From an optimization exercise on the open Yosys and OpenROAD flow, aimed at small area and a short achievable clock period; shortcuts taken in it are not production practice. In this exercise RTL edits were held to simulation tests only and were not proved equivalent to the original. No activity file was given, so power comes from the tool's default toggle rates.

Design rv_pipe, start of the top module:
module rv_pipe (
  input  logic                           i_clk,
  input  logic                           i_rst_n,
  input  logic                           i_instr_vld,
  input  logic [rv_pipe_pkg::XLEN-1:0]   i_instr,
  input  logic [rv_pipe_pkg::XLEN-1:0]   i_pc,
  output logic                           o_wb_vld,
  output logic [rv_pipe_pkg::REG_AW-1:0] o_wb_addr,
  output logic [rv_pipe_pkg::XLEN-1:0]   o_wb_data
);
  function automatic logic [31:0] rev(input logic [31:0] v);
    for (int i = 0; i < 32; i++) rev[i] = v[31-i];
  endfunction
  logic        f_vld;
  logic [31:0] f_ins;
  logic [31:0] f_pc;
  logic [31:1] f_rs1_oh, f_rs2_oh;    
  always_ff @(posedge i_clk) begin
    f_vld <= i_rst_n & i_instr_vld;
    f_ins <= i_instr;
    f_pc  <= i_pc;
    for (int i = 1; i < 32; i++) begin
      f_rs1_oh[i] <= (i_instr[19:15] == 5'(i));
      f_rs2_oh[i] <= (i_instr[24:20] == 5'(i));
    end
  end
  logic [6:0] opc;
  logic [2:0] f3;
  logic [6:0] f7;
  logic [4:0] rd, rs1, rs2;
  logic       is_reg, is_imm, is_lui, is_auipc, is_alu;
  logic       alt, ok, d_wen;
  logic       use_rs1, use_rs2;
  assign opc = f_ins[6:0];
  assign rd  = f_ins[11:7];
  assign f3  = f_ins[14:12];
  assign rs1 = f_ins[19:15];
  assign rs2 = f_ins[24:20];
  assign f7  = f_ins[31:25];
  assign is_reg   = (opc == 7'b0110011);
  assign is_imm   = (opc == 7'b0010011);
  assign is_lui   = (opc == 7'b0110111);
  assign is_auipc = (opc == 7'b0010111);
  assign is_alu   = is_reg | is_imm;
  assign alt      = (f7 == 7'b0100000);
  always_comb begin
    if (is_reg)
      ok = (f7 == 7'b0) || (alt && (f3 == 3'b000 || f3 == 3'b101));
    else if (is_imm)
      ok = (f3 == 3'b001) ? (f7 == 7'b0) :
           (f3 == 3'b101) ? (f7 == 7'b0 || alt) : 1'b1;
    else
      ok = is_lui | is_auipc;
  end
  assign d_wen   = f_vld & ok & (rd != 5'd0);
  assign use_rs1 = is_alu;
  assign use_rs2 = is_reg;
  logic d_sub, d_cadd, d_csh, d_cshlg, d_sll;
  logic d_xor, d_or, d_and, d_slt, d_sltu, d_sra;
  assign d_cadd  = ~is_alu | (f3 == 3'b000) | (f3 == 3'b010) | (f3 == 3'b011);
  assign d_cshlg = ~d_cadd;
  assign d_csh   = is_alu & (f3 == 3'b001 || f3 == 3'b101);
  assign d_sub  = is_alu & ((is_reg & (f3 == 3'b000) & f_ins[30]) ||
  ...
export LEC_CHECK = 0
export CAP_MARGIN = 20
export CORE_MARGIN = 2
export CORE_UTILIZATION = 45
export CTS_CLUSTER_DIAMETER = 80
export CTS_CLUSTER_SIZE = 24
export SETUP_SLACK_MARGIN = 4.3
export SLEW_MARGIN = 20
export SYNTH_HIERARCHICAL = 1
export TNS_END_PERCENT = 10
create_clock -name core_clock -period 7.0 [get_ports {i_clk}]
standard.sh (not shown) runs the stock make flow with config.mk's settings and CLKGATE_MAP_FILE= SYNTH_SCRIPT=/design/flow/synth_recipe.tcl, a recipe that flattens the netlist after the stock synthesis.
==> flow/flow/run.sh <==
#!/bin/bash
# The standard layout (the standard.sh, same synthesis script), with:
#  - ABC_LOAD_IN_FF=2: abc maps for a 2 fF load instead of 5 fF, so that
#    the small cells of the design get minimum-size gates (timing repair
#    upsizes the ones on critical paths);
set -o pipefail
bash standard.sh ABC_LOAD_IN_FF=2 \
  CTS_ARGS="-sink_clustering_enable -repair_clock_nets -dont_use_dummy_load -sink_clustering_size 24 -sink_clustering_max_diameter 80" \
  finish > standard.log 2>&1
Next try:
--- a/flow/flow/run.sh
+++ b/flow/flow/run.sh
@@ -5,2 +5,6 @@
 #    upsizes the ones on critical paths);
+#  - the port buffers are buf_4 cells (buffer_ports otherwise picks a slow
+#    delay buffer for them).
+# make's full output goes to standard.log; ORFS's per-step logs stay under
+# orfs/logs.
 set -o pipefail
@@ -8,2 +12,3 @@
   CTS_ARGS="-sink_clustering_enable -repair_clock_nets -dont_use_dummy_load -sink_clustering_size 24 -sink_clustering_max_diameter 80" \
+  BUFFER_PORTS_ARGS="-buffer_cell sky130_fd_sc_hd__buf_4" \
   finish > standard.log 2>&1
- SETUP_SLACK_MARGIN: 4.3 -> 4.35
- TNS_END_PERCENT: 10 -> not set
First-iteration DRC count went up by 2.1%.
Cell area went up by 0.65%.
Total power barely changes.
Global-route usage went up by 0.32 points.
Count of clock-buffer cells in the layout fell by 2.
Synthesized cell count is unchanged.
Fmax climbs by 5.2%.
Synthesized area is unchanged.

-- static timing again, ports no longer ideal --
No port has a modelled driver above. Below, the same layouts with a new extraction and two added sets of constraints.
Step 1 assumes that a clkbuf_16 drives the clock port and a buf_2 every other input.
Step 2 times the ports against the registers' clock, not the clock port: input delays grow and output delays shrink by t, the midpoint of the rising clock arrivals with the driver on.
a / b / c = no drivers / after step 1 / after step 2; a / b = the first two.
run | t (ns) | slack for setup (ns) | latest minus earliest clock arrival (ns) | worst register clock-pin slew, ns | pins driven straight from the clock port
the first run | 0.770 | 4.091 / 4.023 / 3.970 | 0.104 / 0.104 | 0.10 / 0.10 | 1
the second run | 0.776 | 4.235 / 4.235 / 4.235 | 0.095 / 0.095 | 0.10 / 0.10 | 1
After both steps every run listed still meets setup and hold. For the first run, which loses most, drivers alone change the setup slack by -0.068 ns; drivers and shift together by -0.121 ns.
